Background: an optimization exercise with open tools, aiming at a short achievable clock period and few clock cycles. Do not read the settings as production practice. Function was checked by simulation only, so behaviour that the tests miss may differ from the original. Power and IR drop assume default switching activity.

===== flow/config.mk =====
export PLATFORM = sky130hd
export DESIGN_NAME = core
export DESIGN_NICKNAME = core
export VERILOG_FILES = /design/flow/design.v
export SDC_FILE = /design/flow/constraint.sdc
export NUM_CORES = 4
export LEC_CHECK = 0
export CAP_MARGIN = 20
export CORE_MARGIN = 2
export CORE_UTILIZATION = 40
export PLACE_DENSITY = 0.6
export SETUP_SLACK_MARGIN = 3.8
export SLEW_MARGIN = 20
export TNS_END_PERCENT = 100

===== flow/constraint.sdc =====
create_clock -name core_clock -period 6.3 [get_ports {clk}]
set_input_delay 1.2600 -clock core_clock [delete_from_list [all_inputs] [get_ports {clk}]]
set_output_delay 1.2600 -clock core_clock [all_outputs]
set_load 0.01 [all_outputs]

===== flow/design.v =====
`timescale 1ns/1ps
`default_nettype none
package core_pkg;
  localparam int XLEN    = 32;
  localparam int IADDR_W = XLEN - 2;
  localparam int REG_W   = 5;
  typedef logic [XLEN-1:0]    xlen_t;
  typedef logic [IADDR_W-1:0] iaddr_t;
  typedef logic [REG_W-1:0]   reg_idx_t;
  typedef logic [3:0]         byte_en_t;
  localparam logic [6:0] OPC_OP     = 7'b0110011;
  localparam logic [6:0] OPC_OP_IMM = 7'b0010011;
  localparam logic [6:0] OPC_LUI    = 7'b0110111;
  localparam logic [6:0] OPC_LOAD   = 7'b0000011;
  localparam logic [6:0] OPC_STORE  = 7'b0100011;
  typedef struct packed {
    logic op;      
    logic addi;
    logic lui;
    logic lw;
    logic st;      
    logic sub;
    logic lxor;
    logic lor;
    logic land;
    logic wr;      
    logic uses1;   
    logic uses2;   
  } pdec_t;
  function automatic pdec_t predecode(input logic [31:0] w);
    logic [6:0] opc;
    logic [2:0] f3;
    logic [6:0] f7;
    pdec_t d;
    opc = w[6:0];
    f3  = w[14:12];
    f7  = w[31:25];
    d.op    = (opc == OPC_OP) &
              (((f7 == 7'b0000000) & ((f3 == 3'b000) | (f3 == 3'b100) |
                                      (f3 == 3'b110) | (f3 == 3'b111))) |
               ((f7 == 7'b0100000) & (f3 == 3'b000)));
    d.addi  = (opc == OPC_OP_IMM) & (f3 == 3'b000);
    d.lui   = (opc == OPC_LUI);
    d.lw    = (opc == OPC_LOAD) & (f3 == 3'b010);
    d.st    = (opc == OPC_STORE) & ~f3[2] & (f3[1:0] != 2'b11);
    d.sub   = d.op & f7[5];
    d.lxor  = d.op & (f3 == 3'b100);
    d.lor   = d.op & (f3 == 3'b110);
    d.land  = d.op & (f3 == 3'b111);
    d.wr    = (d.op | d.addi | d.lui | d.lw) & (w[11:7] != 5'd0);
    d.uses1 = d.op | d.addi | d.lw | d.st;
    d.uses2 = d.op | d.st;
    predecode = d;
  endfunction
endpackage
`default_nettype wire
`timescale 1ns/1ps
`default_nettype none
module fetch (
  input  logic             clk,
  input  logic             rst_n,
  input  core_pkg::xlen_t  boot_addr,
  input  core_pkg::xlen_t  instr_fromsram,
  input  logic             advance,
  output logic             isram_cs,
  output core_pkg::iaddr_t isram_adr,
  output core_pkg::xlen_t  ir,
  output core_pkg::pdec_t  ir_pd,
  output logic [31:0]      ir_rs1_oh,
  output logic [31:0]      ir_rs2_oh,
  output logic             ir_valid
);
  core_pkg::iaddr_t pc;        
  core_pkg::iaddr_t adr_q;     
  logic             cs_q;
  logic             cs_d;
  logic             arr_q;
  core_pkg::xlen_t  fq0, fq1, fq2;
  logic [1:0]       head;
  logic [1:0]       tail;
  logic [1:0]       cnt;
  logic             fq_ne;
  logic             push;
  logic             pop;
  core_pkg::xlen_t  nxt;
  assign isram_cs  = cs_q;
  assign isram_adr = adr_q;
  assign cs_d  = ({1'b0, cnt} + {2'b00, ir_valid} + {2'b00, arr_q} + {2'b00, cs_q}) < 3'd4;
  assign fq_ne = (cnt != 2'd0);
  assign pop   = advance & fq_ne;
  assign push  = arr_q & ~(advance & ~fq_ne);
  always_comb begin
    if (!fq_ne) begin
      nxt = instr_fromsram;
    end else if (head == 2'd0) begin
      nxt = fq0;
    end else if (head == 2'd1) begin
      nxt = fq1;
    end else begin
      nxt = fq2;
    end
  end
  function automatic logic [1:0] inc3(input logic [1:0] x);
    inc3 = (x == 2'd2) ? 2'd0 : x + 2'd1;
  endfunction
  always_ff @(posedge clk) begin
    if (!rst_n) begin
      adr_q    <= boot_addr[core_pkg::XLEN-1:2];
      pc       <= boot_addr[core_pkg::XLEN-1:2] + core_pkg::iaddr_t'(1);
      cs_q     <= 1'b1;
      arr_q    <= 1'b0;
      head     <= 2'd0;
      tail     <= 2'd0;
      cnt      <= 2'd0;
      ir_valid <= 1'b0;
    end else begin
      adr_q <= pc;
      if (cs_d) begin
        pc <= pc + core_pkg::iaddr_t'(1);
      end
      arr_q <= cs_q;
      cs_q  <= cs_d;
      if (pop) begin
        head <= inc3(head);
      end
      if (push) begin
        tail <= inc3(tail);
      end
      cnt <= cnt + {1'b0, push} - {1'b0, pop};
      if (advance) begin
        ir_valid <= fq_ne | arr_q;
      end
    end
  end
  always_ff @(posedge clk) begin
    if (advance) begin
      ir        <= nxt;
      ir_pd     <= core_pkg::predecode(nxt);
      ir_rs1_oh <= 32'd1 << nxt[19:15];
      ir_rs2_oh <= 32'd1 << nxt[24:20];
    end
    if (push && tail == 2'd0) begin
      fq0 <= instr_fromsram;
    end
    if (push && tail == 2'd1) begin
      fq1 <= instr_fromsram;
    end
    if (push && tail == 2'd2) begin
      fq2 <= instr_fromsram;
    end
  end
endmodule
`default_nettype wire
`timescale 1ns/1ps
`timescale 1ns/1ps
`default_nettype none
module regfile (
  input  logic                clk,
  input  logic                clr,
  input  logic [31:0]         rs1_oh,
  input  logic [31:0]         rs2_oh,
  input  logic [31:1]         we,
  input  core_pkg::xlen_t     wd,
  output core_pkg::xlen_t     rs1_val,
  output core_pkg::xlen_t     rs2_val
);
  logic [31:1][31:0] regs;
  always_comb begin
    rs1_val = '0;
    rs2_val = '0;
    for (int i = 1; i < 32; i++) begin
      rs1_val = rs1_val | (regs[i] & {32{rs1_oh[i]}});
      rs2_val = rs2_val | (regs[i] & {32{rs2_oh[i]}});
    end
  end
  for (genvar i = 1; i < 32; i++) begin : g_reg
    always_ff @(posedge clk) begin
      if (clr) begin
        regs[i] <= '0;
      end else if (we[i]) begin
        regs[i] <= wd;
      end
    end
  end
endmodule
`default_nettype wire
`timescale 1ns/1ps
`default_nettype none
module adder32 (
  input  core_pkg::xlen_t a,
  input  core_pkg::xlen_t b,
  input  logic            cin,
  output core_pkg::xlen_t sum
);
  logic [31:0] p0;
  logic [31:0] g [6];
  logic [31:0] p [6];
  assign p0   = a ^ b;
  assign g[0] = (a & b) | {31'd0, p0[0] & cin};
  assign p[0] = p0;
  for (genvar l = 0; l < 5; l++) begin : g_lvl
    for (genvar i = 0; i < 32; i++) begin : g_bit
      if (i >= (1 << l)) begin : g_op
        assign g[l+1][i] = g[l][i] | (p[l][i] & g[l][i - (1 << l)]);
        assign p[l+1][i] = p[l][i] & p[l][i - (1 << l)];
      end else begin : g_pass
        assign g[l+1][i] = g[l][i];
        assign p[l+1][i] = p[l][i];
      end
    end
  end
  assign sum = p0 ^ {g[5][30:0], cin};
endmodule
`default_nettype wire
`timescale 1ns/1ps
`timescale 1ns/1ps
`default_nettype none
module core (
  input  logic               clk,
  input  logic               rst_n,
  input  core_pkg::xlen_t    boot_addr,
  input  core_pkg::xlen_t    instr_fromsram,
  input  core_pkg::xlen_t    dsram_rdata,
  output logic               isram_cs,
  output core_pkg::iaddr_t   isram_adr,
  output core_pkg::xlen_t    dsram_addr,
  output logic               dsram_cs,
  output logic               dsram_we,
  output core_pkg::byte_en_t dsram_ben,
  output core_pkg::xlen_t    dsram_wdata
);
  core_pkg::xlen_t ir;
  core_pkg::pdec_t ir_pd;
  logic [31:0]     ir_rs1_oh;
  logic [31:0]     ir_rs2_oh;
  logic            ir_valid;
  logic            stall;
  logic            advance;    
  fetch fetch_u (
    .clk            (clk),
    .rst_n          (rst_n),
    .boot_addr      (boot_addr),
    .instr_fromsram (instr_fromsram),
    .advance        (advance),
    .isram_cs       (isram_cs),
    .isram_adr      (isram_adr),
    .ir             (ir),
    .ir_pd          (ir_pd),
    .ir_rs1_oh      (ir_rs1_oh),
    .ir_rs2_oh      (ir_rs2_oh),
    .ir_valid       (ir_valid)
  );
  logic            d_valid;
  core_pkg::xlen_t d_ir;
  core_pkg::pdec_t pd;
  core_pkg::xlen_t d_rf1;      
  core_pkg::xlen_t d_rf2;
  logic            d_held;     
  core_pkg::xlen_t d_hold1;    
  core_pkg::xlen_t d_hold2;
  logic            q1e, q1m, q1wl, q1wa, q1x, q1y;
  logic            q2e, q2m, q2wl, q2wa, q2x, q2y;
  logic            e_wr;       
  logic            e_load;
  logic            e_store;
  core_pkg::reg_idx_t e_rd;
  logic            e_sub;
  logic            e_arith;    
  logic            e_and;
  logic            e_or;
  logic            e_xor;
  logic [1:0]      e_size;
  core_pkg::xlen_t e_opa;
  core_pkg::xlen_t e_opb;      
  core_pkg::xlen_t e_ops;
  logic            e_aw;
  logic            e_bwp, e_bwn;
  logic            e_sm, e_sw;
  logic            m_wr;
  logic            m_load;
  core_pkg::reg_idx_t m_rd;
  core_pkg::xlen_t m_res;
  core_pkg::xlen_t m_fa;       
  core_pkg::xlen_t m_fb;       
  logic            m_cs;
  logic            m_we;
  logic [3:0]      m_ben;
  logic [29:0]     m_addr;
  core_pkg::xlen_t m_wdata;
  logic            w_wr;
  logic            w_load;
  core_pkg::reg_idx_t w_rd;
  core_pkg::xlen_t w_res;
  core_pkg::xlen_t w_val;
  logic            x_wr;
  core_pkg::reg_idx_t x_rd;
  core_pkg::xlen_t x_val;
  logic [31:1]     x_we;       
  core_pkg::xlen_t y_val;
  logic            rf_clr_n;
  assign dsram_cs    = m_cs;
  assign dsram_we    = m_we;
  assign dsram_addr  = {m_addr, 2'b00};
  assign dsram_ben   = m_ben;
  assign dsram_wdata = m_wdata;
  core_pkg::xlen_t rf1, rf2;
  always_ff @(posedge clk) begin
    rf_clr_n <= rst_n;
  end
  regfile regfile_u (
    .clk     (clk),
    .clr     (~rf_clr_n),
    .rs1_oh  (ir_rs1_oh),
    .rs2_oh  (ir_rs2_oh),
    .we      (x_we),
    .wd      (x_val),
    .rs1_val (rf1),
    .rs2_val (rf2)
  );
  core_pkg::reg_idx_t r_rs1, r_rs2, rd;
  logic            d_wr;
  logic            n1e, n1m, n1wl, n1wa, n1x, n1y;
  logic            n2e, n2m, n2wl, n2wa, n2x, n2y;
  assign r_rs1 = ir[19:15];
  assign r_rs2 = ir[24:20];
  assign rd    = d_ir[11:7];
  assign d_wr  = d_valid & pd.wr;
  assign n1e  = d_wr & (rd == r_rs1);
  assign n1m  = e_wr & (e_rd == r_rs1);
  assign n1wl = m_wr & m_load & (m_rd == r_rs1);
  assign n1wa = m_wr & ~m_load & (m_rd == r_rs1);
  assign n1x  = w_wr & (w_rd == r_rs1);
  assign n1y  = x_wr & (x_rd == r_rs1);
  assign n2e  = d_wr & (rd == r_rs2);
  assign n2m  = e_wr & (e_rd == r_rs2);
  assign n2wl = m_wr & m_load & (m_rd == r_rs2);
  assign n2wa = m_wr & ~m_load & (m_rd == r_rs2);
  assign n2x  = w_wr & (w_rd == r_rs2);
  assign n2y  = x_wr & (x_rd == r_rs2);
  core_pkg::xlen_t v1, v2;
  core_pkg::xlen_t base1, base2;
  core_pkg::xlen_t imm;
  logic stall_q;
  assign stall   = stall_q;
  assign advance = ~stall;
  always_ff @(posedge clk) begin
    if (!rst_n || stall) begin
      stall_q <= 1'b0;
    end else begin
      stall_q <= ir_valid & d_valid & pd.lw & ((ir_pd.uses1 & n1e) | (ir_pd.uses2 & n2e));
    end
  end
  assign base1 = d_held ? d_hold1 : d_rf1;
  assign base2 = d_held ? d_hold2 : d_rf2;
  always_comb begin
    if (q1m) begin
      v1 = m_res;
    end else if (q1wl) begin
      v1 = dsram_rdata;
    end else if (q1wa) begin
      v1 = w_res;
    end else if (q1x) begin
      v1 = x_val;
    end else if (q1y) begin
      v1 = y_val;
    end else begin
      v1 = base1;
    end
    if (q2m) begin
      v2 = m_res;
    end else if (q2wl) begin
      v2 = dsram_rdata;
    end else if (q2wa) begin
      v2 = w_res;
    end else if (q2x) begin
      v2 = x_val;
    end else if (q2y) begin
      v2 = y_val;
    end else begin
      v2 = base2;
    end
  end
  always_comb begin
    if (pd.lui) begin
      imm = {d_ir[31:12], 12'h000};
    end else if (pd.st) begin
      imm = {{20{d_ir[31]}}, d_ir[31:25], d_ir[11:7]};
    end else begin
      imm = {{20{d_ir[31]}}, d_ir[31:20]};
    end
  end
  always_ff @(posedge clk) begin
    if (!rst_n) begin
      d_valid <= 1'b0;
    end else if (advance) begin
      d_valid <= ir_valid;
    end
  end
  always_ff @(posedge clk) begin
    d_rf1   <= rf1;
    d_rf2   <= rf2;
    d_held  <= stall;
    d_hold1 <= v1;
    d_hold2 <= v2;
  end
  always_ff @(posedge clk) begin
    if (advance) begin
      d_ir <= ir;
      pd   <= ir_pd;
      {q1e, q1m, q1wl, q1wa, q1x, q1y} <= {n1e, n1m, n1wl, n1wa, n1x, n1y};
      {q2e, q2m, q2wl, q2wa, q2x, q2y} <= {n2e, n2m, n2wl, n2wa, n2x, n2y};
    end else begin
      {q1e, q1m, q1wl, q1wa, q1x, q1y} <=
        {1'b0, q1e, q1m & m_load, q1m & ~m_load, q1wl | q1wa, q1x};
      {q2e, q2m, q2wl, q2wa, q2x, q2y} <=
        {1'b0, q2e, q2m & m_load, q2m & ~m_load, q2wl | q2wa, q2x};
    end
  end
  logic f1m, f1w, f2m, f2w;    
  assign f1m = q1e;
  assign f1w = ~q1e & q1m & m_load;
  assign f2m = q2e;
  assign f2w = ~q2e & q2m & m_load;
  logic d_go;
  assign d_go = d_valid & ~stall & (pd.op | pd.addi | pd.lui | pd.lw | pd.st);
  always_ff @(posedge clk) begin
    if (!rst_n || !d_go) begin
      e_wr    <= 1'b0;
      e_load  <= 1'b0;
      e_store <= 1'b0;
    end else begin
      e_wr    <= pd.wr;
      e_load  <= pd.lw;
      e_store <= pd.st;
    end
  end
  always_ff @(posedge clk) begin
    e_rd    <= rd;
    e_sub   <= pd.sub;
    e_arith <= ~(pd.land | pd.lor | pd.lxor);
    e_and   <= pd.land;
    e_or    <= pd.lor;
    e_xor   <= pd.lxor;
    e_size  <= d_ir[13:12];
    e_opa   <= (pd.lui | f1m | f1w) ? '0 : v1;
    e_aw    <= ~pd.lui & f1w;
    e_opb   <= pd.op ? ((f2m | f2w) ? '0 : (v2 ^ {32{pd.sub}})) : imm;
    e_bwp   <= pd.op & f2w & ~pd.sub;
    e_bwn   <= pd.op & f2w & pd.sub;
    e_ops   <= (f2m | f2w) ? '0 : v2;
    e_sm    <= f2m;
    e_sw    <= f2w;
  end
  core_pkg::xlen_t a, b, s, sum, res;
  assign a = m_fa | ({32{e_aw}} & dsram_rdata) | e_opa;
  assign b = m_fb | ({32{e_bwp}} & dsram_rdata) | ({32{e_bwn}} & ~dsram_rdata) | e_opb;
  assign s = ({32{e_sm}} & m_res) | ({32{e_sw}} & dsram_rdata) | e_ops;
  adder32 adder_u (
    .a   (a),
    .b   (b),
    .cin (e_sub),
    .sum (sum)
  );
  assign res = ({32{e_arith}} & sum) | ({32{e_and}} & (a & b)) |
               ({32{e_or}} & (a | b)) | ({32{e_xor}} & (a ^ b));
  always_ff @(posedge clk) begin
    if (!rst_n) begin
      m_wr   <= 1'b0;
      m_load <= 1'b0;
      m_cs   <= 1'b0;
      m_we   <= 1'b0;
    end else begin
      m_wr   <= e_wr;
      m_load <= e_load;
      m_cs   <= e_load | e_store;
      m_we   <= e_store;
    end
  end
  always_ff @(posedge clk) begin
    m_rd    <= e_rd;
    m_res   <= res;
    m_fa    <= (d_go & ~pd.lui & f1m) ? res : '0;
    m_fb    <= (d_go & pd.op & f2m) ? (res ^ {32{pd.sub}}) : '0;
    m_addr  <= sum[31:2];
    case (e_size)
      2'b00: begin
        m_ben   <= 4'b0001 << sum[1:0];
        m_wdata <= {4{s[7:0]}};
      end
      2'b01: begin
        m_ben   <= sum[1] ? 4'b1100 : 4'b0011;
        m_wdata <= {2{s[15:0]}};
      end
      default: begin
        m_ben   <= 4'b1111;
        m_wdata <= s;
      end
    endcase
  end
  always_ff @(posedge clk) begin
    if (!rst_n) begin
      w_wr   <= 1'b0;
      w_load <= 1'b0;
    end else begin
      w_wr   <= m_wr;
      w_load <= m_load;
    end
  end
  always_ff @(posedge clk) begin
    w_rd  <= m_rd;
    w_res <= m_res;
  end
  assign w_val = w_load ? dsram_rdata : w_res;
  always_ff @(posedge clk) begin
    if (!rst_n) begin
      x_wr <= 1'b0;
    end else begin
      x_wr <= w_wr;
    end
  end
  always_ff @(posedge clk) begin
    x_rd  <= w_rd;
    x_val <= w_val;
    y_val <= x_val;
    for (int i = 1; i < 32; i++) begin
      x_we[i] <= rst_n & w_wr & (w_rd == 5'(i));
    end
  end
endmodule
`default_nettype wire

===== flow/flow/run.sh =====
#!/bin/bash
# The standard layout (standard.sh), with one change to synthesis: logic is
# mapped by ABC with a delay-driven script (flow/speed.abc) and without the
# full-adder cells. Registers come out exactly as in the standard synthesis.
set -euo pipefail
W=$(pwd)
{ head -n 1 synth_recipe.tcl; cat flow/abc_override.tcl; tail -n +2 synth_recipe.tcl; } > own_synth.tcl
export OWN_ABC_SCRIPT=$W/flow/speed.abc
bash standard.sh SYNTH_SCRIPT=$W/own_synth.tcl ADDER_MAP_FILE= synth > synth.log 2>&1
bash standard.sh SYNTH_SCRIPT=$W/own_synth.tcl ADDER_MAP_FILE= finish > layout.log 2>&1

===== flow/flow/abc_override.tcl =====
# Every abc call maps with flow/speed.abc (a delay-driven script) in place of
# the script the flow names. abc sees only the logic between registers.
proc abc {args} {
  set i [lsearch $args -script]
  if {$i >= 0} { lset args [expr {$i + 1}] $::env(OWN_ABC_SCRIPT) }
  yosys abc {*}$args
}

===== flow/flow/speed.abc =====
strash
dch
map -D 1000
buffer -c
topo
stime -c
upsize -c -D 1000
dnsize -c -D 1000

===== flow/standard.sh =====
#!/bin/bash
# synth_recipe.tcl (not shown) runs the flow's synth.tcl, then flattens the netlist and writes it again
# the make line also repeats each setting of config.mk as NAME=value (left out here)
make -C /OpenROAD-flow-scripts/flow DESIGN_CONFIG=/design/flow/config.mk WORK_HOME=/design/flow/orfs CLKGATE_MAP_FILE= SYNTH_SCRIPT=/design/flow/synth_recipe.tcl "${@:-finish}"

==> results.txt, run 1 <==
- For this run, the total global-route usage over all layers was measured as 34.95%.
- The initial antenna violation count is 36.
- The total count of hold-check failures in the final report is 0.
- The multiplexer share of the synthesized area is 0.6434%.
- The instance count after placement with tap cells included is 11,315.
- The maximum vdd drop is 0.0002735 V.
- The average detailed-routed wire length per instance is 30.14 um.
- The worst setup path is launched from a flop.
- The startpoint identified for the worst register-to-register timing path is fetch_u.ir_rs1_oh[1].
- Of the total synthesized cell area, the portion taken by XOR and XNOR cells is 0.8107%.
- The netlist uses 73 different library cells.
- The die covers 0.1980 mm2.
- The simple-gate share of the synthesized area is 11.14%.
- Each instance of the synthesized netlist takes up on average 8.477 um2.
- The site row count is 161.
- The path class of the tightest hold or removal check is flop to flop.
- The register bit count reported by yosys is 1,862.
- The number of vias after detailed routing is 78,621.
- The overall die height is 445.0 um.
- The largest net degree at the start of global routing is 262.
- TritonCTS created 197 clock buffers.
- The run finished with no timing, DRC or antenna violations.
- In this run the standard cell core region covers 0.1928 mm2.
- Along the worst path, the maximum fanout reaches 3.
- In this run the worst setup path begins at fetch_u.ir_rs1_oh[1].
- The count of nets left with antenna violations once routing finished came out at 0.
- The count of maximum capacitance violations is 0.
- In this run the worst setup path terminates at d_rf1[19].
- The synthesized netlist devotes 0% of its cell area to adder and majority cells.
- For the worst setup path, the data required time is 6.97 ns.
- The routability congestion estimate from global placement is 0.9877.
- Setup violations remaining at the end of the flow were counted as 0.
- The final number of max-transition violations is 0.
- For this run, the number of Yosys warnings is 6.
- The share of the Yosys chip area taken by registers is 51.27%.
- The wire-length estimate of the detail-placed layout is 223.2 mm.
- Synthesis produced 9,176 cells.
- After filler insertion, the fill cell instance count of the layout stands at 17,624.
- The worst reg2reg path depth is 11.
- CTS built an H-tree with a depth of 4.
- The layout cell share with drive strength beyond 1 is 19.73%.
- Adding up every negative setup slack in the final design gives 0 ns.
- For this run, the number of standard cells in the final layout without fillers is 12,112.
- The worst setup path is of the flop to flop kind.
- The final clock period utilization by the worst path is 54.08%.
- The first global-routing pass estimated 507.6 mm of wire.
- The hold path startpoint is pd[5].
- Clock-pin slew was measured on the worst setup and hold paths at 0.06 ns.
- The post-synthesis instance area is 0.07778 mm2.
- Buffers placed on the I/O ports in this run total 194.
- Power spread over the standard cell area amounts to 261.1 mW/mm2.
- The type of element capturing the critical path is a flop.
- For flop-to-flop paths, the worst setup slack is 2.89 ns.
- Clock tree synthesis found a total of 1,862 sinks.
- For this block, the routed nets add up to 365.0 mm of wire.
- The leftover overflow at the end of global routing is 0.
- Summing the areas of all compound-gate instances in the mapped netlist gives 29.64% of the synthesized area.
- After synthesis, the largest family of logic cells by area is compound AO/OA/AOI/OAI gates.
- The share of synthesized flip-flops with an asynchronous set or reset is 0%.
- Measured against its own limit, the worst slew margin works out to 21.01%.
- The number of enable-type register cells in the synthesized netlist is 260.
- The first TritonRoute pass finished after 9 iterations.
- The endpoint identified for the worst register-to-register timing path is d_rf1[19].
- The area growth from synthesis to layout is 24.72%.
- The source-to-sink clock delay at the later pin of the worst-skew pair is 0.88 ns.
- The transition at the pin with the smallest max-transition slack is 1.185 ns.
- TritonCTS built the clock tree.
- After the last flow step, the layout net total stands at 9,501.
- The worst-case clock buffer depth is 3.
- The number of DRC markers after the initial detailed-route iteration is 13,157.
- The most used flip-flop cell after synthesis is dfxtp_1.
- Once the floorplan was initialized, standard cells occupied 40.35% of the core.
- Based on the critical path, the design can be clocked at up to 0.2935 GHz.
- The register with the most flip-flops in the layout has 992 of them.
- After detailed routing, the number of remaining DRC violations is 0.
- The clock arrives with 0.03830 ns of skew.
- Dividing the detail-routed via count by the number of cells gives 6.491.
- The cell sitting at the root of the clock tree is a clkbuf_16.
- The register with the most flip-flops in the final layout is regfile_u.regs.
- The leakage power total is 36.66 nW.
- From left edge to right edge, the die measures 445.0 um.
- The number of global-route vias before repair is 71,884.
- The data arrival at the endpoint of the critical path is 4.08 ns.
- Setup repair after global routing could not meet its margin everywhere.
- Pin placement for this block handled 199 I/O pins.
- Counting I/O delays and the setup requirement, the final critical path takes 3.407 ns.
cells in the mapped netlist (6+ instances only):
| master | instances | share of area [%] |
|---|---|---|
| dfxtp_1 | 1602 | 41 |
| o21ai_0 | 1302 | 8.4 |
| a21oi_1 | 1301 | 8.4 |
| nand2_1 | 932 | 4.5 |
| clkbuf_1 | 680 | 3.3 |
| inv_1 | 537 | 2.6 |
| a22oi_1 | 494 | 4.8 |
| nor2_1 | 492 | 2.4 |
| edfxtp_1 | 260 | 10 |
| nand3_1 | 230 | 1.5 |
| a221oi_1 | 218 | 2.5 |
| nand4_1 | 164 | 1.3 |
| o22ai_1 | 101 | 0.81 |
| a211oi_1 | 86 | 0.83 |
| buf_1 | 69 | 0.33 |
| xor2_1 | 60 | 0.68 |
| mux2i_1 | 50 | 0.64 |
| o221ai_1 | 49 | 0.55 |
| a22o_1 | 46 | 0.52 |
| o21ai_1 | 43 | 0.28 |
| nor3_1 | 40 | 0.26 |
| o2111ai_1 | 39 | 0.44 |
| o211ai_1 | 37 | 0.36 |
| a31oi_1 | 36 | 0.29 |
| a2111oi_0 | 35 | 0.39 |
| and2_1 | 27 | 0.22 |
| buf_2 | 21 | 0.14 |
| or2_2 | 20 | 0.16 |
| o21a_1 | 17 | 0.16 |
| a211oi_2 | 16 | 0.26 |
| nand4_2 | 13 | 0.21 |
| nor4_1 | 12 | 0.097 |
| xnor2_1 | 12 | 0.14 |
| a21oi_2 | 10 | 0.11 |
| o311ai_0 | 9 | 0.10 |
| inv_2 | 8 | 0.039 |
| and3_1 | 7 | 0.056 |
| a21boi_0 | 6 | 0.058 |
| a21boi_1 | 6 | 0.058 |
| a21o_1 | 6 | 0.058 |
| nand3b_1 | 6 | 0.058 |
| nor3_2 | 6 | 0.077 |
power by group:
part / switching, mW / leakage, nW / internal, mW
clock: 5.06 / 3.19 / 6.66
combinational: 0.902 / 17.7 / 0.406
sequential: 0.123 / 15.8 / 12.2
total: 6.08 / 36.7 / 19.2
logic make-up after synthesis:
group           Yosys count
simple gates           1976
compound gates         3889
mux                      50
other cells               1
flops                  1862
xor+xnor                 72
buf+inv                1326
layer usage:
metal,vias to the layer above,part of all wire (%),track usage (%)
li1,33601,-,-
met1,37837,37,44.62
met2,5652,41,50.24
met3,1499,14,12.05
met4,32,7.7,22.07
met5,-,0.073,0
metrics by stage:
step,cell area (um2),total power [mW],util (%),hold slack (ns),setup slack [ns]
6_report,97010,25.33,50.32,0.3719,2.893
5_1_grt,96960,25.89,50.30,0.3714,3.020
4_1_cts,93660,25.20,48.58,0.3716,3.173
3_5_place_dp,82190,13.56,42.63,0.3599,1.535
3_3_place_gp,82160,13.55,42.62,0.3555,1.513
2_1_floorplan,78430,13.03,-,0.3308,3.070
critical path, stage by stage, from the launching register on:
cell	delay (ns)
edfxtp_1	0.42
buf_12	0.18
clkinvlp_4	0.21
nor2_2	0.06
a221oi_2	0.19
o21ai_1	0.11
a21oi_1	0.13
o221ai_1	0.14
a221oi_2	0.20
nand4_1	0.71
a221oi_2	0.57
nand3b_1	0.27
cell usage in the layout (no fill, tap or decap), drive strengths merged, types with 73 or more instances in the layout:
master and count:
a211oi 102, a21oi 1311, a221oi 218, a22oi 494, buf 722, clkbuf 286, clkinv 73, dfxtp 1602
edfxtp 260, inv 522, nand2 937, nand3 233, nand4 179, nor2 496, o21ai 1347, o22ai 102
what timing repair did:
action	CTS	global route
setup endpoints to repair	550	339
hold buffers	0	0
pin swaps	268	271
endpoints found under the hold margin	0	0
gates cloned	10	4
setup buffers	270	126
gates resized for setup	1262	491
final cells by class:
type | count | area, um2 | share of cell area (%)
clock inverters | 83 | 740.7 | 0.7636
flip-flops and latches | 1862 | 40060 | 41.29
multi-input cells | 5989 | 36990 | 38.13
diodes | 19 | 47.55 | 0.04901
well taps | 2526 | 3161 | 3.258
repair buffers | 803 | 7999 | 8.246
repair inverters | 2 | 20.02 | 0.02064
clock buffers | 280 | 5707 | 5.883
inverters | 548 | 2285 | 2.355
worst min-delay path by stage:
stage,to,slack [ns],depth (start not counted)
2_1_floorplan,w_res[1],0.33,0
3_3_place_gp,y_val[2],0.36,0
3_5_place_dp,e_xor,0.36,0
4_1_cts,w_res[6],0.37,0
5_1_grt,w_res[27],0.37,0
6_report,e_xor,0.37,0
Testbench counts, summed over its fixed seeds: cycles 12,662.
==> run 2: changes to the inputs <==
--- a/flow/design.v
+++ b/flow/design.v
@@ -163,4 +163,4 @@
   input  core_pkg::xlen_t     wd,
-  output core_pkg::xlen_t     rs1_val,
-  output core_pkg::xlen_t     rs2_val
+  output logic [3:0][31:0]    rs1_part,
+  output logic [3:0][31:0]    rs2_part
 );
@@ -168,7 +168,7 @@
   always_comb begin
-    rs1_val = '0;
-    rs2_val = '0;
+    rs1_part = '0;
+    rs2_part = '0;
     for (int i = 1; i < 32; i++) begin
-      rs1_val = rs1_val | (regs[i] & {32{rs1_oh[i]}});
-      rs2_val = rs2_val | (regs[i] & {32{rs2_oh[i]}});
+      rs1_part[i / 8] = rs1_part[i / 8] | (regs[i] & {32{rs1_oh[i]}});
+      rs2_part[i / 8] = rs2_part[i / 8] | (regs[i] & {32{rs2_oh[i]}});
     end
@@ -255,4 +255,4 @@
   core_pkg::pdec_t pd;
-  core_pkg::xlen_t d_rf1;      
-  core_pkg::xlen_t d_rf2;
+  logic [3:0][31:0] d_rf1;     
+  logic [3:0][31:0] d_rf2;
   logic            d_held;     
@@ -283,3 +283,4 @@
   core_pkg::xlen_t m_fa;       
-  core_pkg::xlen_t m_fb;       
+  core_pkg::xlen_t m_fbp;      
+  core_pkg::xlen_t m_fbn;      
   logic            m_cs;
@@ -305,3 +306,3 @@
   assign dsram_wdata = m_wdata;
-  core_pkg::xlen_t rf1, rf2;
+  logic [3:0][31:0] rf1, rf2;
   always_ff @(posedge clk) begin
@@ -316,4 +317,4 @@
     .wd      (x_val),
-    .rs1_val (rf1),
-    .rs2_val (rf2)
+    .rs1_part (rf1),
+    .rs2_part (rf2)
   );
@@ -352,4 +353,4 @@
   end
-  assign base1 = d_held ? d_hold1 : d_rf1;
-  assign base2 = d_held ? d_hold2 : d_rf2;
+  assign base1 = d_held ? d_hold1 : (d_rf1[0] | d_rf1[1] | d_rf1[2] | d_rf1[3]);
+  assign base2 = d_held ? d_hold2 : (d_rf2[0] | d_rf2[1] | d_rf2[2] | d_rf2[3]);
   always_comb begin
@@ -455,3 +456,3 @@
   assign a = m_fa | ({32{e_aw}} & dsram_rdata) | e_opa;
-  assign b = m_fb | ({32{e_bwp}} & dsram_rdata) | ({32{e_bwn}} & ~dsram_rdata) | e_opb;
+  assign b = m_fbp | m_fbn | ({32{e_bwp}} & dsram_rdata) | ({32{e_bwn}} & ~dsram_rdata) | e_opb;
   assign s = ({32{e_sm}} & m_res) | ({32{e_sw}} & dsram_rdata) | e_ops;
@@ -482,3 +483,4 @@
     m_fa    <= (d_go & ~pd.lui & f1m) ? res : '0;
-    m_fb    <= (d_go & pd.op & f2m) ? (res ^ {32{pd.sub}}) : '0;
+    m_fbp   <= (d_go & pd.op & f2m & ~pd.sub) ? res : '0;
+    m_fbn   <= (d_go & pd.op & f2m & pd.sub) ? ~res : '0;
     m_addr  <= sum[31:2];
--- a/flow/config.mk
+++ b/flow/config.mk
@@ -10,3 +10,3 @@
 export CORE_UTILIZATION = 40
-export PLACE_DENSITY = 0.6
+export PLACE_DENSITY = 0.55
 export SETUP_SLACK_MARGIN = 3.8
==> run 2 against run 1 <==
Against the previous run: still clean on timing, DRC and antenna; power increased by 12%; fmax increased by 18%; final area increased by 1.5%; worst hold slack got worse by 0.016 ns; utilization decreased by 2.1 points; sequential share of layout area increased by 3.9 points; global-route usage decreased by 2.2 points; non-clock buffer count decreased by 194; synthesized cell count increased by 2.1%; critical path type unchanged; critical endpoint is now m_fbn[29]; largest cell class unchanged.
==> results.txt, run 2 <==
- During I/O placement, the number of pins put on the boundary was 199.
- The number of routed nets with antenna violations is 0.
- The final clock period utilization by the worst path is 45.65%.
- The die span in x is 456.9 um.
- Summed over its instances, the top area cell type makes up 44.55% of the synthesized netlist area.
- The minimum clock period after layout is 2.876 ns.
- The register with the most flip-flops in the final layout is regfile_u.regs.
- The critical path is of the flop to flop type.
- The commonest cells after synthesis are 1,826 x dfxtp_1, 1,340 x a21oi_1, 1,246 x o21ai_0, 724 x clkbuf_1, 695 x nand2_1.
- For the pin with the worst max-slew slack, the measured transition is 1.320 ns.
- The sequential standard cell area is 0.04452 mm2.
- The count of buffers added on input and output ports is 194.
- The routability congestion estimate from global placement is 0.9762.
- The type of element capturing the critical path is a flop.
- The die outline area is 0.2088 mm2.
- For this design, the sink count on the clock tree is 2,086.
- The filler cells instantiated in the layout total 19,264.
- Entering global routing, the biggest net connects 232 pins.
- In the final layout, the registers with the most flip-flops are regfile_u.regs (992), d_rf1 (128), d_rf2 (128).
- The area of the placeable core is 0.2044 mm2.
- In this run, the clock network consumes 47.3% of the power.
- Among all flip-flop cells after synthesis, the most frequent one is dfxtp_1.
- The all-layer global routing usage is 32.71%.
- The H-tree was split into 4 levels.
- The number of vias after detailed routing is 76,910.
- The worst max-slew margin expressed relative to the limit is 10.87%.
- After detailed routing, the average wire length per cell comes to 29.10 um.
- The most frequent standard cell in the layout excluding fill and tap cells is dfxtp_1.
- In the routed layout, each cell is associated on average with a via count of 6.252.
- Setup repair after global routing could not meet its margin everywhere.
- The initial antenna violation count is 27.
- The power per standard cell area is 288.7 mW/mm2.
- The effective utilization at floorplan is 40.15%.
- The wire length of the first global-routing pass is 504.3 mm.
- The footprint of the multi-input gates is 0.03512 mm2.
- Combinational cells account for 4.4% of the total power.
- The proportion of total power due to net switching is 23.50%.
- For this run, the number of Yosys warnings is 6.
- STA classifies the critical path startpoint as a flop.
- The unique cell type count in the Yosys netlist is 75.
- For this run, design rule violations remaining after detail routing come to 0.
- For this design the static power due to leakage is 36.92 nW.
- The post-synthesis instance area is 0.08206 mm2.
- The total overflow left after global routing is 0.
- The peak fanout along the critical path is 7.
- The top cell types in the final layout, fill and taps aside, are 1,722 x dfxtp_1, 1,287 x a21oi_1, 1,199 x o21ai_0, 615 x nand2_1, 602 x a22oi_1.
- The maximum clock frequency is 0.3477 GHz.
- dfxtp_1 is the most common cell in the netlist.
- The total count of hold-check failures in the final report was 0.
- At the worst endpoint, the arrival time is 3.66 ns.
- The register bit count reported by yosys is 2,086.
- The overall die height is 456.9 um.
- The data required time at the worst endpoint is 7.09 ns.
- The run finished with no timing, DRC or antenna violations.
- The iteration count of the initial detailed-routing pass is 7.
- The clock buffer count from CTS is 220.
- The largest area contributor in the netlist is dfxtp_1.
- The number of enable-type register cells in the synthesized netlist is 260.
- The part of the Yosys area used for sequential elements is 54.06%.
- The number of DRC markers after the initial detailed-route iteration is 10,442.
- After synthesis, the mean cell area works out to 8.760 um2.
- The final number of setup-violating endpoints is 0.
- The sequential fraction of design power is 48.3%.
- The number of nets in the layout is 9,522.
- The share of synthesized flip-flops with an asynchronous set or reset is 0%.
- The clock-pin slew on the worst setup and hold paths is 0.06 ns.
- The internal power of the cells totals 21.75 mW.
- The area growth from synthesis to layout is 20.00%.
- Across the run, the number of max-cap violations was 0.
- The later pin in the worst-skew pair is clocked with a latency of 0.89 ns.
- The switching power summed over all nets is 6.683 mW.
- The tree is rooted in a clkbuf_16.
- The hold buffer count at CTS is 0.
- The worst hold slack after final layout is 0.3557 ns.
- The worst-case clock buffer depth is 3.
- The worst hold path class is flop to flop.
- The layout cell share with drive strength beyond 1 is 15.87%.
- The final setup TNS is 0 ns.
- The site row count is 166.
- The final number of max-transition violations is 0.
- The total wire length after detailed routing is 358.0 mm.
- The number of standard cells after synthesis is 9,368.
- The number of flip-flops in the largest register is 992.
- Across the routed clock network, the largest skew measured is 0.03195 ns.
- TritonCTS built the clock tree.
- The number of global-route vias before repair is 71,281.
- The HPWL reported at the end of detailed placement is 224.5 mm.
- The worst-case IR drop observed on VDD is 0.0003121 V.
- By area the synthesized netlist is led by dfxtp_1 45%, edfxtp_1 9.5%, a21oi_1 8.2%, o21ai_0 7.6%, a22oi_1 5.5%.
-- run 2: changes by cell type in the layout (fill, tap and decap cells not counted), sizes merged, moves of 40 or more --
cell | before | now
nand2 | 937 | 703
dfxtp | 1602 | 1826
buf | 722 | 519
a22oi | 494 | 602
inv | 522 | 614
o22ai | 102 | 176
o21ai | 1347 | 1278
clkbuf | 286 | 345
o211ai | 37 | 91
a221oi | 218 | 167
mux2i | 50 | 1
a22o | 46 | 1
a211oi | 102 | 62
-- run 2: what timing repair did --
item,in CTS,in global routing
resized for setup,981,236
setup buffers,137,70
pin swaps,116,85
gates cloned,10,5
setup endpoints to repair,584,433
-- run 2: path summary, 6_finish.rpt --
| path | start | endpoint | slack (ns) | depth (start not counted) |
|---|---|---|---|---|
| max | e_aw | m_fbn[29] | 3.42 | 11 |
| min | m_res[0] | w_res[0] | 0.36 | 0 |
| max reg2reg | e_aw | m_fbn[29] | 3.42 | 11 |
| min reg2reg | m_res[0] | w_res[0] | 0.36 | 0 |
-- run 2: power by group through the flow --
stage | Combinational [mW] | Clock [mW] | Sequential [mW]
after global placement | 1.10 | 0 | 14.0
after detailed placement | 1.11 | 0 | 14.0
final | 1.26 | 13.4 | 13.7
after CTS | 1.17 | 13.5 | 13.7
after floorplan | 0.559 | 0 | 14.0
after global routing | 1.31 | 14.1 | 13.7
-- run 2: logic make-up after synthesis --
kind of cell	Yosys count	share of synthesized area, %
AO/OA/AOI/OAI	3971	28.70
other	1	0.004570
AND/OR/NAND/NOR	1860	10.18
XOR/XNOR	51	0.5535
flip-flops	2086	54.06
multiplexers	1	0.01220
buffers and inverters	1398	6.485
-- run 2: layout make-up --
class                           count  area share, %
Multi-Input combinational cell   5886          35.67
Timing Repair inverter              1       0.007623
Tap cell                         2688          3.415
Antenna cell                        3       0.007623
Clock buffer                      335          6.712
Inverter                          620          2.429
Sequential cell                  2086          45.21
Timing Repair Buffer              609          5.662
Clock inverter                     73         0.8906
-- run 2: per-stage QoR --
step,total power [mW],std cells,utilization (%),worst slack (ns),cell area (um2)
floorplan,14.53,9369,-,3.404,82660
global placement,15.11,11668,42.29,1.661,86420
detailed placement,15.12,11668,42.29,1.668,86440
CTS,28.44,12223,47.41,3.519,96890
global route,29.12,12299,48.18,3.375,98470
finish,28.43,12301,48.18,3.424,98480
-- run 2: critical path, cell delays in order (launching register included) --
cell,delay (ns)
dfxtp_4,0.44
bufbuf_16,0.33
a211o_1,0.31
nand2_4,0.14
nand4_1,0.18
buf_6,0.18
buf_4,0.14
nor4_4,0.34
nand2_2,0.12
a21oi_2,0.21
o21ai_2,0.10
a311oi_1,0.24
-- run 2: layer usage --
layer | part of all wire, % | track usage (%) | vias to the layer above | routed length, um
li1 | - | - | 34020 | -
met1 | 40 | 43.55 | 37379 | 144200
met2 | 42 | 47.92 | 4526 | 150500
met3 | 11 | 8.658 | 953 | 40740
met4 | 6.2 | 18.43 | 32 | 22230
met5 | 0.061 | 0 | - | 218
Testbench counts of run 2, summed over its fixed seeds: cycles 12,662.
==> run 3: changes to the inputs <==
--- a/flow/design.v
+++ b/flow/design.v
@@ -257,7 +257,6 @@
   logic [3:0][31:0] d_rf2;
-  logic            d_held;     
   core_pkg::xlen_t d_hold1;    
   core_pkg::xlen_t d_hold2;
-  logic            q1e, q1m, q1wl, q1wa, q1x, q1y;
-  logic            q2e, q2m, q2wl, q2wa, q2x, q2y;
+  logic            q1e, q1m, q1wl, q1wa, q1x, q1y, q1h, q1r;
+  logic            q2e, q2m, q2wl, q2wa, q2x, q2y, q2h, q2r;
   logic            e_wr;       
@@ -275,5 +274,3 @@
   core_pkg::xlen_t e_ops;
-  logic            e_aw;
-  logic            e_bwp, e_bwn;
-  logic            e_sm, e_sw;
+  logic            e_sm;
   logic            m_wr;
@@ -324,2 +321,13 @@
   logic            n2e, n2m, n2wl, n2wa, n2x, n2y;
+  logic [7:0]      o1, o2;    
+  function automatic logic [7:0] youngest(input logic e, m, wl, wa, x, y);
+    youngest[7] = e;
+    youngest[6] = ~e & m;
+    youngest[5] = ~e & ~m & wl;
+    youngest[4] = ~e & ~m & wa;
+    youngest[3] = ~e & ~m & ~wl & ~wa & x;
+    youngest[2] = ~e & ~m & ~wl & ~wa & ~x & y;
+    youngest[1] = 1'b0;
+    youngest[0] = ~(e | m | wl | wa | x | y);
+  endfunction
   assign r_rs1 = ir[19:15];
@@ -340,45 +348,27 @@
   assign n2y  = x_wr & (x_rd == r_rs2);
+  assign o1   = youngest(n1e, n1m, n1wl, n1wa, n1x, n1y);
+  assign o2   = youngest(n2e, n2m, n2wl, n2wa, n2x, n2y);
   core_pkg::xlen_t v1, v2;
-  core_pkg::xlen_t base1, base2;
   core_pkg::xlen_t imm;
-  logic stall_q;
-  assign stall   = stall_q;
+  logic [1:0] stall_cnt;
+  logic       ld_near, ld_far;
+  assign ld_near = ir_valid & d_valid & pd.lw & ((ir_pd.uses1 & n1e) | (ir_pd.uses2 & n2e));
+  assign ld_far  = ir_valid & e_load & ((ir_pd.uses1 & n1m) | (ir_pd.uses2 & n2m));
+  assign stall   = (stall_cnt != 2'd0);
   assign advance = ~stall;
   always_ff @(posedge clk) begin
-    if (!rst_n || stall) begin
-      stall_q <= 1'b0;
-    end else begin
-      stall_q <= ir_valid & d_valid & pd.lw & ((ir_pd.uses1 & n1e) | (ir_pd.uses2 & n2e));
-    end
-  end
-  assign base1 = d_held ? d_hold1 : (d_rf1[0] | d_rf1[1] | d_rf1[2] | d_rf1[3]);
-  assign base2 = d_held ? d_hold2 : (d_rf2[0] | d_rf2[1] | d_rf2[2] | d_rf2[3]);
-  always_comb begin
-    if (q1m) begin
-      v1 = m_res;
-    end else if (q1wl) begin
-      v1 = dsram_rdata;
-    end else if (q1wa) begin
-      v1 = w_res;
-    end else if (q1x) begin
-      v1 = x_val;
-    end else if (q1y) begin
-      v1 = y_val;
-    end else begin
-      v1 = base1;
-    end
-    if (q2m) begin
-      v2 = m_res;
-    end else if (q2wl) begin
-      v2 = dsram_rdata;
-    end else if (q2wa) begin
-      v2 = w_res;
-    end else if (q2x) begin
-      v2 = x_val;
-    end else if (q2y) begin
-      v2 = y_val;
-    end else begin
-      v2 = base2;
+    if (!rst_n) begin
+      stall_cnt <= 2'd0;
+    end else if (stall) begin
+      stall_cnt <= stall_cnt - 2'd1;
+    end else begin
+      stall_cnt <= ld_near ? 2'd2 : (ld_far ? 2'd1 : 2'd0);
     end
   end
+  assign v1 = ({32{q1m}} & m_res) | ({32{q1wl}} & dsram_rdata) | ({32{q1wa}} & w_res) |
+              ({32{q1x}} & x_val) | ({32{q1y}} & y_val) | ({32{q1h}} & d_hold1) |
+              ({32{q1r}} & (d_rf1[0] | d_rf1[1] | d_rf1[2] | d_rf1[3]));
+  assign v2 = ({32{q2m}} & m_res) | ({32{q2wl}} & dsram_rdata) | ({32{q2wa}} & w_res) |
+              ({32{q2x}} & x_val) | ({32{q2y}} & y_val) | ({32{q2h}} & d_hold2) |
+              ({32{q2r}} & (d_rf2[0] | d_rf2[1] | d_rf2[2] | d_rf2[3]));
   always_comb begin
@@ -402,3 +392,2 @@
     d_rf2   <= rf2;
-    d_held  <= stall;
     d_hold1 <= v1;
@@ -410,16 +399,14 @@
       pd   <= ir_pd;
-      {q1e, q1m, q1wl, q1wa, q1x, q1y} <= {n1e, n1m, n1wl, n1wa, n1x, n1y};
-      {q2e, q2m, q2wl, q2wa, q2x, q2y} <= {n2e, n2m, n2wl, n2wa, n2x, n2y};
+      {q1e, q1m, q1wl, q1wa, q1x, q1y, q1h, q1r} <= o1;
+      {q2e, q2m, q2wl, q2wa, q2x, q2y, q2h, q2r} <= o2;
     end else begin
-      {q1e, q1m, q1wl, q1wa, q1x, q1y} <=
-        {1'b0, q1e, q1m & m_load, q1m & ~m_load, q1wl | q1wa, q1x};
-      {q2e, q2m, q2wl, q2wa, q2x, q2y} <=
-        {1'b0, q2e, q2m & m_load, q2m & ~m_load, q2wl | q2wa, q2x};
+      {q1e, q1m, q1wl, q1wa, q1x, q1y, q1h, q1r} <=
+        {1'b0, q1e, q1m & m_load, q1m & ~m_load, q1wl | q1wa, q1x, q1y | q1h | q1r, 1'b0};
+      {q2e, q2m, q2wl, q2wa, q2x, q2y, q2h, q2r} <=
+        {1'b0, q2e, q2m & m_load, q2m & ~m_load, q2wl | q2wa, q2x, q2y | q2h | q2r, 1'b0};
     end
   end
-  logic f1m, f1w, f2m, f2w;    
+  logic f1m, f2m;              
   assign f1m = q1e;
-  assign f1w = ~q1e & q1m & m_load;
   assign f2m = q2e;
-  assign f2w = ~q2e & q2m & m_load;
   logic d_go;
@@ -445,15 +432,11 @@
     e_size  <= d_ir[13:12];
-    e_opa   <= (pd.lui | f1m | f1w) ? '0 : v1;
-    e_aw    <= ~pd.lui & f1w;
-    e_opb   <= pd.op ? ((f2m | f2w) ? '0 : (v2 ^ {32{pd.sub}})) : imm;
-    e_bwp   <= pd.op & f2w & ~pd.sub;
-    e_bwn   <= pd.op & f2w & pd.sub;
-    e_ops   <= (f2m | f2w) ? '0 : v2;
+    e_opa   <= (pd.lui | f1m) ? '0 : v1;
+    e_opb   <= pd.op ? (f2m ? '0 : (v2 ^ {32{pd.sub}})) : imm;
+    e_ops   <= f2m ? '0 : v2;
     e_sm    <= f2m;
-    e_sw    <= f2w;
   end
   core_pkg::xlen_t a, b, s, sum, res;
-  assign a = m_fa | ({32{e_aw}} & dsram_rdata) | e_opa;
-  assign b = m_fbp | m_fbn | ({32{e_bwp}} & dsram_rdata) | ({32{e_bwn}} & ~dsram_rdata) | e_opb;
-  assign s = ({32{e_sm}} & m_res) | ({32{e_sw}} & dsram_rdata) | e_ops;
+  assign a = m_fa | e_opa;
+  assign b = m_fbp | m_fbn | e_opb;
+  assign s = ({32{e_sm}} & m_res) | e_ops;
   adder32 adder_u (
--- a/flow/config.mk
+++ b/flow/config.mk
@@ -10,2 +10,4 @@
 export CORE_UTILIZATION = 40
+export CTS_CLUSTER_DIAMETER = 100
+export CTS_CLUSTER_SIZE = 30
 export PLACE_DENSITY = 0.55
==> run 3 against run 2 <==
Against the previous run: routed wire length down 9.8%; clock skew grew 0.014 ns; non-clock buffer count decreased by 195; sequential share of layout area grew 5.1 points; cell count fell by 5.7%; still clean on timing, DRC and antenna; largest cell class unchanged; combinational power grew to 6.0 times the previous value; clock power shrank 48%; utilization decreased by 4.3 points; die area fell by 1.3%; first-iteration DRC count fell by 5.9%; critical path type unchanged; global-route usage is 2.8 points lower; synthesized cell count shrank 2.4%; critical endpoint is now m_fbn[26].
==> results.txt, run 3 <==
- The run finished with no timing, DRC or antenna violations.
- Across the run, the number of max-cap violations was 0.
- The maximum vdd drop is 0.0002463 V.
- The footprint of the multi-input gates is 0.03195 mm2.
- The worst max-slew margin expressed relative to the limit is 14.27%.
- By area the synthesized netlist is led by dfxtp_1 45%, edfxtp_1 9.6%, a21oi_1 8.4%, o21ai_0 7.2%, a22oi_1 6.3%.
- The site row count is 165.
- After filler insertion, the fill cell instance count of the layout stands at 19,458.
- Clock tree synthesis inserted a total of 83 buffers.
- The peak fanout along the critical path is 5.
- The endpoint of the lowest-slack register-to-register path is m_fbn[26].
- The worst hold slack after final layout is 0.3769 ns.
- The layout cell share with drive strength beyond 1 is 8.753%.
- Relative to the synthesized area, the layout overhead comes to 9.176%.
- The total count of hold-check failures in the final report was 0.
- Counting flops and latches in the post-synthesis netlist gives 2,086.
- The number of vias after detailed routing is 71,411.
- From bottom edge to top edge, the die measures 454.0 um.
- The post-synthesis xor/xnor area fraction is 0.4835%.
- CTS built an H-tree with a depth of 3.
- Once placement completed, the tool counted placed cells totaling 11,424.
- Global routing finished with a remaining overflow of 0.
- The clock tree skew after final layout is 0.04604 ns.
- In the layout the commonest cells are 1,720 x dfxtp_1, 1,339 x a21oi_1, 1,157 x o21ai_0, 681 x a22oi_1, 638 x inv_1.
- The average detailed-routed wire length per instance is 27.84 um.
- The commonest cells after synthesis are 1,826 x dfxtp_1, 1,364 x a21oi_1, 1,173 x o21ai_0, 705 x clkbuf_1, 682 x a22oi_1.
- The routability congestion estimate from global placement is 0.9704.
- In the finished design, the share of the clock period the worst path needs comes to 40.23%.
- The initial antenna violation count came to 26.
- The data required time at the worst endpoint is 6.97 ns.
- The pre-antenna-repair detailed-routing pass consisted of 8 iterations.
- The power per standard cell area is 341.6 mW/mm2.
- The wire-length estimate of the detail-placed layout is 203.2 mm.
- The die covers 0.2061 mm2.
- After routing the design area is 0.08843 mm2.
- The startpoint of the worst register-to-register path is e_opa[12].
- The number of enable-type register cells in the synthesized netlist is 260.
- The via count normalized by instance count is 6.158.
- For this run, the register share of the synthesized area comes to 54.77%.
- The floorplan step set the die width to 454.0 um.
- Setup repair after global routing could not meet its margin everywhere.
- The most frequent standard cell in the layout excluding fill and tap cells is dfxtp_1.
- The final number of max-transition violations is 0.
- After clock tree synthesis, the clock-pin slew on the worst setup and hold paths is 0.11 ns.
- The overall power is 30.20 mW.
- Once routing completed, OpenROAD measured the worst setup slack at 3.766 ns.
- In this run switching power makes up 37.39% of total power.
- In this run the count of I/O pins placed on the die edge is 199.
- Across all register-to-register paths, the minimum setup slack is 3.77 ns.
- Clock latency on the worst-skew pair, taken at its later pin, is 0.78 ns.
- The effective utilization at floorplan is 40.16%.
- In the final layout, the registers with the most flip-flops are regfile_u.regs (992), d_rf1 (128), d_rf2 (128).
- Sequential cells account for 52.0% of the total power.
- Yosys mapped the design onto 81 distinct sky130hd cell types.
- The worst reg2reg path depth is 9.
- For this run, the total global-route usage over all layers was measured as 29.96%.
- The number of DRC markers after the initial detailed-route iteration is 9,827.
- The data arrival at the endpoint of the critical path is 3.20 ns.
- The worst setup path is of the flop to flop kind.
- The number of sinks handled by clock tree synthesis is 2,086.
- The worst hold path depth is 0.
- The first global-routing pass estimated 456.4 mm of wire.
- In this run the remaining antenna-violating nets after routing total 0.
- The worst setup path endpoint is m_fbn[26].
- The worst hold path belongs to the class flop to flop.
- The register name with the most flops is regfile_u.regs.
- The biggest area contributor in the post-synthesis netlist is dfxtp_1.
- The minimum clock period after layout is 2.534 ns.
- The number of standard cells after synthesis is 9,139.
- Static timing analysis puts the maximum clock frequency at 0.3946 GHz.
- The standard cell area after detailed placement is 0.08500 mm2.
- The type of element capturing the critical path is a flop.
- For the pin with the worst max-slew slack, the measured transition is 1.286 ns.
- The core region is 0.2017 mm2.
- Yosys instantiated no cell more often than dfxtp_1.
- Registers take 0.04450 mm2.
- The tree is rooted in a clkbuf_16.
- The port buffer count is 194.
- The CTS tree is built.
- The register with the most flip-flops in the layout has 992 of them.
- The number of global-route vias before repair is 65,986.
- Of the total synthesized cell area, the portion taken by full adders, half adders and majority gates is 0%.
- In this run, post-CTS hold repair placed 0 buffers.
- The longest clock path from root to sink contains 3 buffers.
- The share of synthesized flip-flops with an asynchronous set or reset is 0%.
- Of the total power, the clock network draws 23.1%.
- Of the total synthesized cell area, the portion taken by AND, OR, NAND and NOR gates is 10.01%.
- For this run, the post-layout net count is 8,983.
- In the synthesized netlist the dominant register cell turns out to be dfxtp_1.
- Excluding fillers, the count of instances in the completed layout stands at 11,597.
- The multiplexer share of the synthesized area is 0%.
- Cell internal power was estimated by the tool at 18.91 mW.
- In this run the static leakage power is 32.06 nW.
- Summing every instance area after synthesis gives 0.08099 mm2.
- The area share of the leading cell type in the synthesized netlist is 45.13%.
- The pre-CTS setup slack is 2.389 ns.
- After routing, the total negative slack on setup checks comes to 0 ns.
- Cells fill 43.84% of the core in the end.
- The yosys synthesis warning count is 6.
- The routed design has 322.9 mm of wire.
- By area, the combinational part of the netlist is dominated by compound AO/OA/AOI/OAI gates.
- The synthesized area per cell is 8.862 um2.
- The detailed-route DRC error count is 0.
- The switching power summed over all nets is 11.29 mW.
- In this run the worst setup path begins at e_opa[12].
- Setup violations remaining at the end of the flow were counted as 0.
- The synthesized netlist devotes 28.08% of its cell area to compound gates.
- STA classifies the critical path startpoint as a flop.
- The largest net degree at the start of global routing is 257.
- The share of power burned in combinational logic is 24.9%.
==> run 3: changes by cell type in the layout (fill, tap and decap cells not counted), sizes merged, moves of 73 or more <==
cell	previous run	this run
nand2	703	622
buf	519	320
o211ai	91	9
a22oi	602	682
clkbuf	345	105
o21ai	1278	1205
==> run 3: kinds of logic after synthesis <==
logic type	count (synthesis)
compound gates	3812
buf+inv	1423
flops	2086
simple gates	1774
other cells	1
xor+xnor	43
==> run 3: routing by layer <==
| layer | wire, um | share of wire, % | track usage (%) | up-vias |
|---|---|---|---|---|
| li1 | - | - | - | 32176 |
| met1 | 130800 | 41 | 40.22 | 34826 |
| met2 | 137800 | 43 | 44.37 | 3722 |
| met3 | 35960 | 11 | 8.023 | 661 |
| met4 | 18150 | 5.6 | 14.74 | 26 |
| met5 | 170 | 0.053 | 0 | - |
==> run 3: what timing repair did <==
action | in CTS | in global routing
endpoints found under the setup margin | 430 | 547
resized for setup | 542 | 125
pin swaps | 8 | 31
gates cloned | 4 | 2
setup buffers | 20 | 22
==> run 3: power groups by stage <==
| stage | sequential (mW) | combinational (mW) | clock (mW) |
|---|---|---|---|
| global placement | 15.9 | 6.98 | 0 |
| finish | 15.7 | 7.52 | 6.96 |
| detailed placement | 15.9 | 7.03 | 0 |
| CTS | 15.7 | 7.11 | 7.12 |
| floorplan | 15.6 | 3.64 | 0 |
| global route | 15.8 | 7.81 | 7.55 |
==> run 3: area by class of cell <==
cell class                      count  area share (%)
Multi-Input combinational cell   5634           36.13
Antenna cell                        2        0.005660
Sequential cell                  2086           50.33
Inverter                          663           2.850
Timing Repair Buffer              414           4.105
Clock buffer                      105           2.548
Clock inverter                     18          0.2306
Timing Repair inverter              3         0.02405
Tap cell                         2672           3.781
==> run 3: worst min path at each step <==
stage	start	endpoint	slack, ns
2_1_floorplan	q2e	e_sm	0.33
3_3_place_gp	x_val[8]	y_val[8]	0.36
3_5_place_dp	x_val[26]	y_val[26]	0.36
4_1_cts	x_val[12]	y_val[12]	0.38
5_1_grt	x_val[27]	y_val[27]	0.39
6_report	x_val[15]	y_val[15]	0.38
==> run 3: worst max-delay path: stages (launching register included) <==
cell	delay, ns
dfxtp_1	0.38
or2_0	0.24
nand2_1	0.19
nand4_1	0.25
o21ai_1	0.39
a21oi_2	0.17
o21ai_1	0.21
nand3b_1	0.15
nand3_1	0.19
and3_1	0.25
Testbench counts of run 3, summed over its fixed seeds: cycles 13,341.
==> run 4: changes to the inputs <==
--- a/flow/config.mk
+++ b/flow/config.mk
@@ -10,4 +10,4 @@
 export CORE_UTILIZATION = 40
-export CTS_CLUSTER_DIAMETER = 100
-export CTS_CLUSTER_SIZE = 30
+export CTS_CLUSTER_DIAMETER = 90
+export CTS_CLUSTER_SIZE = 25
 export PLACE_DENSITY = 0.55
==> run 4 against run 3 <==
Against the previous run: clock power grew 13%; worst hold slack got worse by 0.0050 ns; non-clock buffer count shrank 1; sequential share of layout area shrank 0.35 points; synthesized area unchanged; first-iteration DRC count rose by 1.5%; register-to-register slack worse by 0.05 ns.
==> results.txt, run 4 <==
- In the synthesized netlist the async set-or-reset flop fraction comes to 0%.
- The initial antenna violation count came to 31.
- The number of global-route vias before repair is 66,202.
- Leaving out fill and tap cells, the most frequent cell in the layout is dfxtp_1.
- Counting the buffers created by CTS gives 102.
- The site row count is 165.
- The design draws 31.06 mW.
- The average detailed-routed wire length per instance is 27.74 um.
- After synthesis, the most frequently instantiated cells are 1,826 x dfxtp_1, 1,364 x a21oi_1, 1,173 x o21ai_0, 705 x clkbuf_1, 682 x a22oi_1.
- The clock passes through at most 3 buffers.
- Counting every instance in the synthesized netlist gives 9,139.
- The final clock period utilization by the worst path is 40.99%.
- The register name with the most flops is regfile_u.regs.
- The data arrival at the endpoint of the critical path is 3.26 ns.
- The most used flip-flop cell after synthesis is dfxtp_1.
- The wire length of the first global-routing pass is 457.0 mm.
- The final setup TNS is 0 ns.
- The Yosys step of the flow raised 6 warnings.
- The first detailed-routing pass took 7 iterations.
- The area of the placeable core is 0.2017 mm2.
- The number of nets in the layout is 9,000.
- The register with the most flip-flops in the layout has 992 of them.
- The worst max-slew margin expressed relative to the limit is 17.31%.
- The largest registers in the layout are regfile_u.regs (992), d_rf1 (128), d_rf2 (128).
- The clock reaches the later pin of the worst-skew pair after 0.80 ns.
- The peak fanout along the critical path is 5.
- The root buffer cell chosen for the clock tree is clkbuf_16.
- In this run, distinct cell masters in the synthesized netlist total 81.
- The leakage power total is 32.35 nW.
- The HPWL after detailed placement is 203.2 mm.
- TritonCTS built the clock tree.
- The area share of the leading cell type in the synthesized netlist is 45.13%.
- Entering global routing, the biggest net connects 257 pins.
- The via count normalized by instance count is 6.149.
- Setup repair after global routing could not meet its margin everywhere.
- Counting flops with a built-in enable in the synthesized netlist gives 260.
- The part of the Yosys area used for sequential elements is 54.77%.
- The gate family responsible for the most delay along the worst path is simple AND/OR/NAND/NOR gates.
- The clock net in this run drives a total of 2,086 sinks.
- Wires add up to 322.6 mm.
- The finished layout cell area is 0.08904 mm2.
- The total count of hold-check failures in the final report came to 0.
- Hold repair after CTS inserted 0 buffers.
- The H-tree generated during clock tree synthesis spans 3 levels.
- The synthesized netlist occupies a cell area of 0.08099 mm2.
- The clock-pin slew on the worst setup and hold paths is 0.10 ns.
- The count of maximum capacitance violations is 0.
- Setup violations remaining at the end of the flow were counted as 0.
- The routability congestion estimate from global placement is 0.9704.
- The number of buffers and inverters on the critical path is 0.
- The die span in x is 454.0 um.
- The transition at the pin with the smallest max-transition slack is 1.236 ns.
- The largest total area in the synthesized netlist belongs to dfxtp_1.
- The register bit count reported by yosys is 2,086.
- The worst setup path is launched from a flop.
- In this run the worst hold path is classified as flop to flop.
- Dividing total power by cell area gives a power density of 348.8 mW/mm2.
- The port buffer count is 194.
- The standard cell area after detailed placement is 0.08500 mm2.
- At the worst endpoint, the required time is 6.97 ns.
- The area growth from synthesis to layout is 9.933%.
- In the layout the commonest cells are 1,719 x dfxtp_1, 1,341 x a21oi_1, 1,157 x o21ai_0, 681 x a22oi_1, 639 x inv_1.
- The die outline area is 0.2061 mm2.
- The leftover overflow at the end of global routing is 0.
- For this run, design rule violations remaining after detail routing come to 0.
- In the global route stage, overall resource usage came out at 29.98%.
- During I/O placement, the number of pins put on the boundary was 199.
- In the post-synthesis netlist, the cell with the most instances is dfxtp_1.
- Based on the critical path, the design can be clocked at up to 0.3873 GHz.
- The overall die height is 454.0 um.
- The worst setup path is captured at a flop.
- The critical path's largest stage delay is 0.42 ns.
- Averaged over all synthesized cells, the footprint is 8.862 um2.
- Once the floorplan was initialized, standard cells occupied 40.16% of the core.
- The highest-delay cell along the critical path is o21ai_1.
- In this design, the critical path's most frequently occurring cell is o21ai_1.
- The number of DRC markers after the initial detailed-route iteration is 9,979.
- The final number of max-transition violations is 0.
- The run finished with no timing, DRC or antenna violations.
- VDD sags by at most 0.0002328 V.
- Clock skew on the completed layout was measured at 0.04551 ns.
- Yosys attributes the largest share of cell area to dfxtp_1 45%, edfxtp_1 9.6%, a21oi_1 8.4%, o21ai_0 7.2%, a22oi_1 6.3%.
- The signal on the critical path passes through or2_0, nand2_1, nand4_1, o21ai_1, a21oi_2, o21ai_1, nand3b_1, nand3_1, and3_1.
- For the finished layout, the period the worst path requires is 2.582 ns.
- The layout cell share with drive strength beyond 1 is 9.025%.
- Across all layers, the routed design uses 71,503 vias.
- In this run the remaining antenna-violating nets after routing total 0.
- The kind of critical path is flop to flop.
[run 4: cell counts after synthesis]
Identical to the previous run, type by type.
[run 4: cells by family after synthesis]
| group | count (synthesis) | synth area share (%) |
|---|---|---|
| AO/OA/AOI/OAI | 3812 | 28.08 |
| XOR/XNOR | 43 | 0.4835 |
| buffers and inverters | 1423 | 6.657 |
| flip-flops | 2086 | 54.77 |
| other | 1 | 0.004630 |
| AND/OR/NAND/NOR | 1774 | 10.01 |
[run 4: power by group]
part,switching (mW),total (mW),leakage [nW],internal [mW]
clock network,4.59,7.84,1.52,3.25
logic,5.95,7.51,13.3,1.56
registers,0.993,15.7,17.6,14.7
total,11.5,31.1,32.4,19.5
[run 4: per-layer routing]
layer  global-route usage, %  up-vias  routed length [um]
li1                        -    32235                   -
met1                   40.33    34744              131800
met2                   44.29     3832              137600
met3                   7.803      668               34670
met4                   15.16       24               18420
met5                       0        -                 150
[run 4: what timing repair did]
action / in CTS / in global routing
cloned: 3 / 2
endpoints found under the hold margin: 0 / 0
pin swaps: 7 / 30
buffers inserted: 20 / 21
setup endpoints to repair: 425 / 562
gates resized for setup: 533 / 124
[run 4: worst paths after layout]
| path | startpoint | to | slack [ns] | cells after the start |
|---|---|---|---|---|
| max | e_opa[12] | m_fbn[26] | 3.72 | 9 |
| min | x_val[12] | y_val[12] | 0.37 | 0 |
| max reg2reg | e_opa[12] | m_fbn[26] | 3.72 | 9 |
| min reg2reg | x_val[12] | y_val[12] | 0.37 | 0 |
[run 4: per-stage QoR]
| step | setup WS, ns | hold WS (ns) | utilization, % | instances |
|---|---|---|---|---|
| floorplan | 3.662 | 0.3290 | - | 9140 |
| global placement | 2.375 | 0.3565 | 42.14 | 11424 |
| detailed placement | 2.389 | 0.3619 | 42.14 | 11424 |
| CTS | 3.711 | 0.3728 | 43.80 | 11602 |
| global route | 3.702 | 0.3803 | 44.14 | 11625 |
| finish | 3.718 | 0.3719 | 44.14 | 11629 |
[run 4: worst register-to-register path, stage by stage (launching register included)]
cell and delay [ns]:
dfxtp_1 0.37, or2_0 0.24, nand2_1 0.20, nand4_1 0.26, o21ai_1 0.42, a21oi_2 0.18
o21ai_1 0.22, nand3b_1 0.15, nand3_1 0.18, and3_1 0.24
[run 4: final cells by class]
type                    instances  area, um2
fillers                     19408     112700
flip-flops and latches       2086      44500
multi-input cells            5633      31870
repair buffers                413       3642
well taps                    2672       3343
clock buffers                 123       2768
inverters                     663       2530
clock inverters                32      345.3
repair inverters                3      23.77
diodes                          4      10.01

==> static timing again, ports no longer ideal <==
No port has a modelled driver above. Below, the same layouts with a new extraction and two added sets of constraints.
Step 1, drivers: a clkbuf_16 drives clk and a buf_2 each remaining input, both assumed.
Step 2 moves the port delays by t, midway between the first and last clock arrival at a register: inputs arrive t later, outputs are due t later. That takes back most of the time a late clock gives input paths.
Three values: ideal ports, drivers, drivers and shift; two values: the first two.
run | t, ns | slack for setup (ns) | hold slack, ns | clock arrival spread, ns | worst register clock-pin slew, ns
run 1 | 0.946 | 2.893 / 2.893 / 2.496 | 0.372 / 0.372 / 0.372 | 0.042 / 0.042 | 0.07 / 0.07
run 2 | 0.964 | 3.424 / 3.424 / 2.561 | 0.356 / 0.356 / 0.356 | 0.036 / 0.036 | 0.07 / 0.07
run 3 | 0.852 | 3.766 / 3.674 / 3.030 | 0.377 / 0.377 / 0.377 | 0.054 / 0.054 | 0.12 / 0.12
run 4 | 0.872 | 3.718 / 3.670 / 3.039 | 0.372 / 0.372 / 0.372 | 0.046 / 0.046 | 0.11 / 0.11
After both steps every run listed still meets setup and hold. The setup slack of run 2, which loses most, moves by 0.000 ns with the drivers and by -0.863 ns with both steps.
